This is an optimization exercise on Yosys and OpenROAD, whose aim is small area, a short achievable clock period and few clock cycles, not a production implementation.
RTL that was checked went through simulation tests only; none was proved equivalent to the original.
No activity file was given, so power comes from the tool's default toggle rates.

## JK
==> flow/design.v (excerpt) <==
module mac_acc_array #(
    parameter int DW    = mac_pkg::MAC_DW,
    parameter int LANES = 8,
    parameter int ACCW  = 2 * DW + 8
) (
    input  logic                  clk,
    input  logic                  rst_n,
    input  logic                  in_valid,
    output logic                  in_ready,
    input  logic [LANES*DW-1:0]   A,
    input  logic [LANES*DW-1:0]   W,
    input  logic                  Asigned,
    input  logic                  Wsigned,
    input  logic                  acc_clr,
    input  logic                  acc_last,
    output logic                  out_valid,
    input  logic                  out_ready,
    output logic [LANES*ACCW-1:0] Q,
    output logic [LANES-1:0]      ovf
);
    logic take;
    logic v1;
    logic last1;
    logic in_burst;
    logic clr;
    assign in_ready = !(v1 && last1) && (!out_valid || out_ready);
    assign take     = in_valid && in_ready;
    assign clr = take && (acc_clr || !(v1 || in_burst));
    always_ff @(posedge clk or negedge rst_n) begin
        if (!rst_n) begin
            v1        <= 1'b0;
            in_burst  <= 1'b0;
            out_valid <= 1'b0;
        end else begin
            v1        <= take;
            out_valid <= (v1 && last1) || (out_valid && !out_ready);
            if (v1) begin
                in_burst <= !last1;
            end
        end
    end
    always_ff @(posedge clk) begin
        last1 <= acc_last;
    end
    for (genvar i = 0; i < LANES; i++) begin : g_lane
        mac_lane u_lane (
            .clk  (clk),
            .take (take),
            .v    (v1),
            .clr  (clr),
            .a    (A[i*DW +: DW]),
            .w    (W[i*DW +: DW]),
            .a_sgn(Asigned),
            .w_sgn(Wsigned),
  ...
make LEC_CHECK=0 CAP_MARGIN=20 CORE_MARGIN=2 CORE_UTILIZATION=40 SETUP_SLACK_MARGIN=2.0 SLEW_MARGIN=20 finish   # period 5.6 ns
run.sh (not shown) runs the stock make flow with config.mk's settings and CLKGATE_MAP_FILE= SYNTH_SCRIPT=/design/flow/synth_recipe.tcl, a recipe that flattens the netlist after the stock synthesis.
JK: no failed stages, no open violations at the end
Testbench counts of JK, summed over its fixed seeds: cycles 32,255.
Input-level comparison between MS and JK:
Settings: removing SETUP_SLACK_MARGIN (formerly 2.0).
[summary]
- Compared with JK, in MS area of the multi-input gates down 1.8%; post-route minimum period up 0.66 ns; final setup skew up 0.0032 ns.
- Diff JK -> MS: number of multi-input combinational cells in the layout about even; global routing usage summed across all routing layers rose 0.21 points; share of power burned in combinational logic fell 0.8 points; fill cell instance count of the final layout rose 52; multiplexer share of the synthesized area about even.
- A critical setup path kind of reg2reg is what MS shows, while in2reg belongs to JK.
- [MS] worst slew margin relative to its limit rose 2.4 points relative to JK
- Route | MS vs JK | wire shorter in MS

* * *

Another version of the RTL of mac_acc_array (not shown whole).
Size in the first run: about 340 I/O pins.
==> flow/config.mk <==
export PLATFORM = sky130hd
export DESIGN_NAME = mac_acc_array
export DESIGN_NICKNAME = mac_acc_array
export VERILOG_FILES = /design/flow/design.v
export SDC_FILE = /design/flow/constraint.sdc
export NUM_CORES = 4
export LEC_CHECK = 0
export CAP_MARGIN = 20
export CORE_MARGIN = 2
export CORE_UTILIZATION = 40
export CTS_CLUSTER_DIAMETER = 60
export CTS_CLUSTER_SIZE = 20
export SETUP_SLACK_MARGIN = 2.0
export SLEW_MARGIN = 20
==> flow/constraint.sdc <==
create_clock -name core_clock -period 5.6 [get_ports {clk}]
set_input_delay 1.1200 -clock core_clock [delete_from_list [all_inputs] [get_ports {clk}]]
set_output_delay 1.1200 -clock core_clock [all_outputs]
set_load 0.01 [all_outputs]
standard.sh (not shown) runs the stock make flow with config.mk's settings and CLKGATE_MAP_FILE= SYNTH_SCRIPT=/design/flow/synth_recipe.tcl, a recipe that flattens the netlist after the stock synthesis.
==> flow/flow/run.sh <==
#!/bin/bash
# Own layout flow: the standard flow with two changes.
#  1. After the standard synthesis, full-adder cells are rewired to their
#     complemented inputs/outputs where that removes inverters
#     (fa_polarity.py; same logic function, same registers).
#  2. Ports are buffered with a small buffer instead of the default delay cell.
# Each tool's output goes to a log file of its own in the work folder.
set -euo pipefail
W=$(pwd)
R=$W/orfs/results/$FLOW_PLATFORM/mac_acc_array/base
bash standard.sh "$R/1_2_yosys.v" > "$W/flow_synth.log" 2>&1
cp "$R/1_2_yosys.v" "$W/1_2_yosys.standard.v"
python3 "$W/flow/fa_polarity.py" "$W/1_2_yosys.standard.v" "$R/1_2_yosys.v" > "$W/flow_fa_polarity.log" 2>&1
touch "$R/1_2_yosys.v" "$R/1_2_yosys.sdc"
BUFFER_PORTS_ARGS="-buffer_cell ${PORT_BUFFER:-sky130_fd_sc_hd__buf_1}" \
  bash standard.sh finish > "$W/flow_layout.log" 2>&1
Other scripts of this flow, unchanged in this note and not shown: flow/flow/fa_polarity.py
Then changed:
--- a/flow/config.mk
+++ b/flow/config.mk
@@ -11,3 +11 @@
-export CTS_CLUSTER_DIAMETER = 60
-export CTS_CLUSTER_SIZE = 20
-export SETUP_SLACK_MARGIN = 2.0
+export SETUP_SLACK_MARGIN = 2.2
Result: The changed run ran to the end with no violations; worst setup slack improves by 0.078 ns; via count increases slightly; first-iteration DRC count rises by roughly a tenth; power rises by a few percent; area after synthesis does not change; sequential power barely changes.
No run of this note included a check of the RTL's function; only the layout flow was run.

* * *

Another version of the RTL of mac_acc_array (not shown whole).
For scale: ~3400 cells after synthesis, ~340 I/O pins, about 33000 µm² of cells after synthesis.
==> flow/config.mk <==
export PLATFORM = sky130hd
export DESIGN_NAME = mac_acc_array
export DESIGN_NICKNAME = mac_acc_array
export VERILOG_FILES = /design/flow/design.v
export SDC_FILE = /design/flow/constraint.sdc
export NUM_CORES = 4
export LEC_CHECK = 0
export CAP_MARGIN = 10
export CORE_MARGIN = 2
export CORE_UTILIZATION = 40
export SETUP_SLACK_MARGIN = 2.3
export SLEW_MARGIN = 10
==> flow/constraint.sdc <==
create_clock -name core_clock -period 5.6 [get_ports {clk}]
set_input_delay 1.1200 -clock core_clock [delete_from_list [all_inputs] [get_ports {clk}]]
set_output_delay 1.1200 -clock core_clock [all_outputs]
set_load 0.01 [all_outputs]
Scripts as last shown in full above: flow/flow/run.sh
Other scripts of this flow, unchanged in this note and not shown: flow/flow/fa_polarity.py
Testbench counts at the start, summed over its fixed seeds: cycles 32,255.
Edit:
Settings changed: CAP_MARGIN 10 to 20, SLEW_MARGIN 10 to 20, TNS_END_PERCENT set to 50.
Effect: Core utilization barely changes. Sequential share of layout area stays flat. Die area does not change.
Edit:
Settings changed: SETUP_SLACK_MARGIN 2.3 to 2.6, TNS_END_PERCENT 50 to unset.
Clock power fell by about 2%.
Hold slack degrades by 0.018 ns.
Maximum frequency rose by 3.6%.
Clock-buffer cell count rose by 7.
Power rose by 10%.
Final area rose by 8.6%.
First-iteration DRC count rose by 18%.
Edit:
Settings changed: CTS_CLUSTER_DIAMETER set to 80, CTS_CLUSTER_SIZE set to 25, SETUP_SLACK_MARGIN 2.6 to 2.3.
=> Design area came out lower by 9.2%; count of clock-buffer cells in the layout came out lower by 37; total power came out lower by 14%; core utilization came out lower by 4.7 points; die area stays the same; register-to-register slack gets worse by 0.097 ns; area after synthesis stays the same; cell count came out lower by 2.8%; clock skew came out lower by 0.0042 ns; setup slack gets worse by 0.097 ns; combinational power came out lower by about 20%.
Edit:
Settings changed: CTS_CLUSTER_DIAMETER 80 to unset, CTS_CLUSTER_SIZE 25 to unset, SETUP_SLACK_MARGIN 2.3 to 2.2.
Via count climbs by 1.1%.
Clock skew stays flat.
Cell area climbs by about 0.7%.
Combinational power fell by 2.4%.

* * *

Another version of the RTL of mac_acc_array (not shown whole).
For scale: about 340 I/O pins, ~33000 um2 of cells after synthesis.
## mac_acc_array
module mac_acc_array #(
    parameter int DW    = mac_pkg::MAC_DW,
    parameter int LANES = 8,
    parameter int ACCW  = 2 * DW + 8
) (
    input  logic                  clk,
    input  logic                  rst_n,
    input  logic                  in_valid,
    output logic                  in_ready,
    input  logic [LANES*DW-1:0]   A,
    input  logic [LANES*DW-1:0]   W,
    input  logic                  Asigned,
    input  logic                  Wsigned,
    input  logic                  acc_clr,
    input  logic                  acc_last,
    output logic                  out_valid,
    input  logic                  out_ready,
    output logic [LANES*ACCW-1:0] Q,
    output logic [LANES-1:0]      ovf
);
export LEC_CHECK = 0
export ABC_AREA = 1
export CAP_MARGIN = 20
export CORE_MARGIN = 2
export CORE_UTILIZATION = 40
export SETUP_SLACK_MARGIN = 2.0
export SLEW_MARGIN = 20
create_clock -name core_clock -period 5.6 [get_ports {clk}]
Scripts as last shown in full above: flow/flow/run.sh
Other scripts of this flow, unchanged in this note and not shown: flow/flow/fa_polarity.py
Testbench counts at the start, summed over its fixed seeds: cycles 32,255.
Rerun with:
Settings changed: CTS_CLUSTER_DIAMETER set to 80, CTS_CLUSTER_SIZE set to 25, SETUP_SLACK_MARGIN 2.0 to 2.6.
Register-to-register slack is better by 0.49 ns.
Worst setup slack is better by 0.45 ns.
Hold slack stays flat.
Utilization is higher by 0.94 points.
Final area is higher by 2.1%.
Combinational power is higher by about 2%.
Sequential cell count is unchanged.
Rerun with:
Settings changed: CORE_UTILIZATION 40 to 50.
Outcome: Cell area drops slightly. Wire length drops by a few percent. Synthesized area stays the same. Total power drops slightly. Die area drops by about a fifth. Sequential power barely changes. Sequential share of layout area climbs by 0.25 points. Setup slack degrades by 0.038 ns. Via count drops slightly. First-iteration DRC count climbs by a little under a tenth. Sequential cell count does not change.

* * *

mac_acc_array again, from the RTL that the note above started with.
==> flow/config.mk <==
export PLATFORM = sky130hd
export DESIGN_NAME = mac_acc_array
export DESIGN_NICKNAME = mac_acc_array
export VERILOG_FILES = /design/flow/design.v
export SDC_FILE = /design/flow/constraint.sdc
export NUM_CORES = 4
export LEC_CHECK = 0
export ABC_AREA = 1
export CAP_MARGIN = 20
export CORE_MARGIN = 2
export CORE_UTILIZATION = 40
export CTS_CLUSTER_DIAMETER = 80
export CTS_CLUSTER_SIZE = 25
export SETUP_SLACK_MARGIN = 2.7
export SLEW_MARGIN = 20
==> flow/constraint.sdc <==
create_clock -name core_clock -period 5.6 [get_ports {clk}]
set_input_delay 1.1200 -clock core_clock [delete_from_list [all_inputs] [get_ports {clk}]]
set_output_delay 1.1200 -clock core_clock [all_outputs]
set_load 0.01 [all_outputs]
Scripts as last shown in full above: flow/flow/run.sh
Other scripts of this flow, unchanged in this note and not shown: flow/flow/fa_polarity.py
The starting point passed the timing, DRC and antenna checks.
Testbench counts at the start, summed over its fixed seeds: cycles 32,255.
Change:
--- a/flow/config.mk
+++ b/flow/config.mk
@@ -8 +7,0 @@
-export ABC_AREA = 1
@@ -12,3 +11 @@
-export CTS_CLUSTER_DIAMETER = 80
-export CTS_CLUSTER_SIZE = 25
-export SETUP_SLACK_MARGIN = 2.7
+export SETUP_SLACK_MARGIN = 2.2
After rerunning: Hold slack is better by 0.025 ns. Wire length is lower by a few percent. Final cell count falls by roughly a tenth. Synthesized area falls by a few percent. Register-to-register slack degrades by 0.57 ns. Power goes up by a few percent. Cell area shrinks slightly.

* * *

== run 1 ==
mac_acc_array again, from the RTL that the note above started with.
export LEC_CHECK = 0
export ABC_AREA = 1
export CAP_MARGIN = 20
export CORE_MARGIN = 2
export CORE_UTILIZATION = 40
export SETUP_SLACK_MARGIN = 2.8
export SLEW_MARGIN = 20
create_clock -name core_clock -period 5.6 [get_ports {clk}]
Scripts as last shown in full above: flow/flow/run.sh
Other scripts of this flow, unchanged in this note and not shown: flow/flow/fa_polarity.py
Testbench counts of run 1, summed over its fixed seeds: cycles 32,255.
Modified inputs, run 2 compared to run 1
Settings: ABC_AREA: 1 -> unset; SETUP_SLACK_MARGIN: 2.8 -> 2.1.
Results
- Layout multi-input combinational cell count: run 2 < run 1
- Compared with run 1, in run 2 share of the core filled with cells fell 2.5 points, total non-filler cell area in the finished layout has decreased, via density per instance moved up, area growth from synthesis to final layout now sits lower.
- Lower synthesized cell count goes to run 2 over run 1.
Inputs modified between run 2 and run 3:
Settings: changing SETUP_SLACK_MARGIN from 2.1 to 2.2; setting ABC_AREA to 1 for the first time.
==> comparison <==
- Looking only at worst reg2reg path depth, and setting everything else aside, the lower value of run 2 and run 3 goes to run 2.
- Going from run 2 to run 3, number of global-route vias before repair now larger; total power now larger; share of power burned in the clock network now smaller.
- Run 2 -> run 3: met1 layer wirelength in the final routing increased by a few percent
- Against run 2, switching power in run 3 came out worse.
- Run 3 has setup slack above what run 2 had.
Modified inputs, run 4 compared to run 3
Settings: a change of SETUP_SLACK_MARGIN from 2.2 to 2.5.
==> run notes <==
Both conditions hold for run 4: the flow ran to the end and the final layout passed the timing, DRC and antenna checks.
Fraction of standard cell area in multi-input logic in run 4 vs run 3: down 0.24 points
Going from run 3 to run 4, the average wire per standard cell was found to have gone up by about 1.5%.
Compared with run 3, run 4 ends up with more cell area.
Run 4 against run 3: setup slack after layout climbed 0.28 ns; first-iteration DRC count climbed 7.8%.

* * *

## old
RTL: one of the versions met above, not the one the previous note started from.
Size: ~3800 cells after synthesis, roughly 340 I/O pins, ~37000 sq um of cells after synthesis.
==> flow/config.mk <==
export PLATFORM = sky130hd
export DESIGN_NAME = mac_acc_array
export DESIGN_NICKNAME = mac_acc_array
export VERILOG_FILES = /design/flow/design.v
export SDC_FILE = /design/flow/constraint.sdc
export NUM_CORES = 4
export LEC_CHECK = 0
export CAP_MARGIN = 20
export CORE_MARGIN = 2
export CORE_UTILIZATION = 40
export SETUP_SLACK_MARGIN = 2.0
export SLEW_MARGIN = 20
==> flow/constraint.sdc <==
create_clock -name core_clock -period 5.6 [get_ports {clk}]
set_input_delay 1.1200 -clock core_clock [delete_from_list [all_inputs] [get_ports {clk}]]
set_output_delay 1.1200 -clock core_clock [all_outputs]
set_load 0.01 [all_outputs]
Scripts as last shown in full above: flow/flow/run.sh
Other scripts of this flow, unchanged in this note and not shown: flow/flow/fa_polarity.py
Testbench counts of old, summed over its fixed seeds: cycles 32,255.
diff inputs: old => new
- SETUP_SLACK_MARGIN changed from 2.0 to 2.6
==> run notes <==
- For old and new, there was not a single run that failed to finish clean.
- On worst setup slack, the lower figure sits with old, not new.
- The lower detailed-route vias per instance of old and new is in old.
- new has placement-stage worst setup slack above what old had.
- Comparing met3 layer wire length in the routed design for old and new, the bigger number came from new.
- Final clock period utilization by the worst path came out lower on new than on old.
- new ended up with a higher clock buffer count in the final layout than old did.
- Design area (old / new): 0.860

* * *

Setup of P:
mac_acc_array with an RTL version that a note above also has.
Size: ~3,900 cells after synthesis, about 340 I/O pins, roughly 33,000 um2 of cells after synthesis.
==> flow/config.mk <==
export PLATFORM = sky130hd
export DESIGN_NAME = mac_acc_array
export DESIGN_NICKNAME = mac_acc_array
export VERILOG_FILES = /design/flow/design.v
export SDC_FILE = /design/flow/constraint.sdc
export NUM_CORES = 4
export LEC_CHECK = 0
export ABC_AREA = 1
export CAP_MARGIN = 20
export CORE_MARGIN = 2
export CORE_UTILIZATION = 40
export SETUP_SLACK_MARGIN = 2.4
export SLEW_MARGIN = 20
==> flow/constraint.sdc <==
create_clock -name core_clock -period 5.6 [get_ports {clk}]
set_input_delay 1.1200 -clock core_clock [delete_from_list [all_inputs] [get_ports {clk}]]
set_output_delay 1.1200 -clock core_clock [all_outputs]
set_load 0.01 [all_outputs]
Scripts as last shown in full above: flow/flow/run.sh
Other scripts of this flow, unchanged in this note and not shown: flow/flow/fa_polarity.py
P closes out successfully: all stages finished, all timing, DRC and antenna checks passed.
Testbench counts of P, summed over its fixed seeds: cycles 32,255.
--- input diff P..Q ---
- a change of SETUP_SLACK_MARGIN from 2.4 to 2.6
Notes after the runs:
- On via density per instance, Q and P are basically level.
- Compared to P, Q has register fraction of the total cell area 0.55 points lower.
- The share of the clock period used by the worst path in Q sits 1.9 points below the value recorded for P.
Inputs modified between Q and R:
- ABC_AREA removed (was 1)
- SETUP_SLACK_MARGIN changed from 2.6 to 2.3
Findings:
NOTE: cell area after layout in R exceeds that of Q
Going from Q to R, part of the total power dissipated in combinational logic grows by 0.3 points.
Sum of routed wire length over all layers came out lower on R than on Q.
Power attributed to the clock group down about 1% in R wrt Q
On number of tap cells added at floorplan, the lower figure sits with R, not Q.
Diff Q -> R: final worst hold slack held; sequential share of cell area held; final total power held.

-- static timing again, ports no longer ideal --
How much do the figures lean on ideal ports? The routed layouts below were timed once more, with nothing changed but the port constraints. Step 1, drivers: a clkbuf_16 drives clk and a buf_2 each remaining input, both assumed. Step 2 moves the port delays by t, midway between the first and last clock arrival at a register: inputs arrive t later, outputs are due t later. That takes back most of the time a late clock gives input paths. a / b / c = ideal / step 1 / step 2; a / b = the first two.
| run | shift t [ns] | setup slack, ns | clock arrival spread, ns | worst data-port slew with drivers (ns) |
|---|---|---|---|---|
| JK | 0.700 | 2.091 / 2.133 / 1.433 | 0.027 / 0.028 | 0.08 |
| MS | 0.704 | 1.429 / 1.429 / 1.096 | 0.028 / 0.029 | 0.10 |
| the first run of note 2 | 0.725 | 2.059 / 2.059 / 1.360 | 0.030 / 0.030 | 0.09 |
| the second run of note 2 | 0.686 | 2.137 / 2.137 / 1.580 | 0.028 / 0.028 | 0.11 |
| the first run of note 3 | 0.637 | 2.352 / 2.352 / 1.716 | 0.017 / 0.017 | 0.11 |
| the second run of note 3 | 0.642 | 2.292 / 2.297 / 1.655 | 0.012 / 0.012 | 0.10 |
| the third run of note 3 | 0.649 | 2.406 / 2.406 / 1.885 | 0.031 / 0.030 | 0.11 |
| the fourth run of note 3 | 0.625 | 2.310 / 2.310 / 1.708 | 0.025 / 0.025 | 0.11 |
| the fifth run of note 3 | 0.643 | 2.258 / 2.290 / 1.647 | 0.021 / 0.021 | 0.09 |
| the first run of note 4 | 0.658 | 2.098 / 2.124 / 1.466 | 0.044 / 0.044 | 0.12 |
| the second run of note 4 | 0.636 | 2.548 / 2.504 / 1.868 | 0.031 / 0.032 | 0.16 |
| the third run of note 4 | 0.632 | 2.510 / 2.528 / 1.896 | 0.024 / 0.024 | 0.11 |
| the first run of note 5 | 0.676 | 2.588 / 2.535 / 1.859 | 0.025 / 0.025 | 0.23 |
| the second run of note 5 | 0.657 | 2.254 / 2.254 / 1.628 | 0.030 / 0.029 | 0.09 |
| run 1 | 0.669 | 2.564 / 2.569 / 1.900 | 0.023 / 0.023 | 0.14 |
| run 2 | 0.657 | 2.221 / 2.206 / 1.550 | 0.023 / 0.023 | 0.09 |
| run 3 | 0.679 | 2.278 / 2.299 / 1.620 | 0.028 / 0.028 | 0.11 |
| run 4 | 0.663 | 2.561 / 2.451 / 1.787 | 0.029 / 0.029 | 0.19 |
| old | 0.702 | 2.108 / 2.108 / 1.451 | 0.029 / 0.029 | 0.10 |
| new | 0.720 | 2.271 / 2.264 / 1.544 | 0.026 / 0.027 | 0.22 |
| P | 0.669 | 2.453 / 2.440 / 1.770 | 0.033 / 0.033 | 0.12 |
| Q | 0.657 | 2.560 / 2.569 / 1.913 | 0.021 / 0.021 | 0.14 |
| R | 0.674 | 2.257 / 2.257 / 1.615 | 0.020 / 0.020 | 0.20 |
After both steps every run listed still meets setup and hold. For run 4, which loses most, drivers alone change the setup slack by -0.110 ns; drivers and shift together by -0.774 ns.
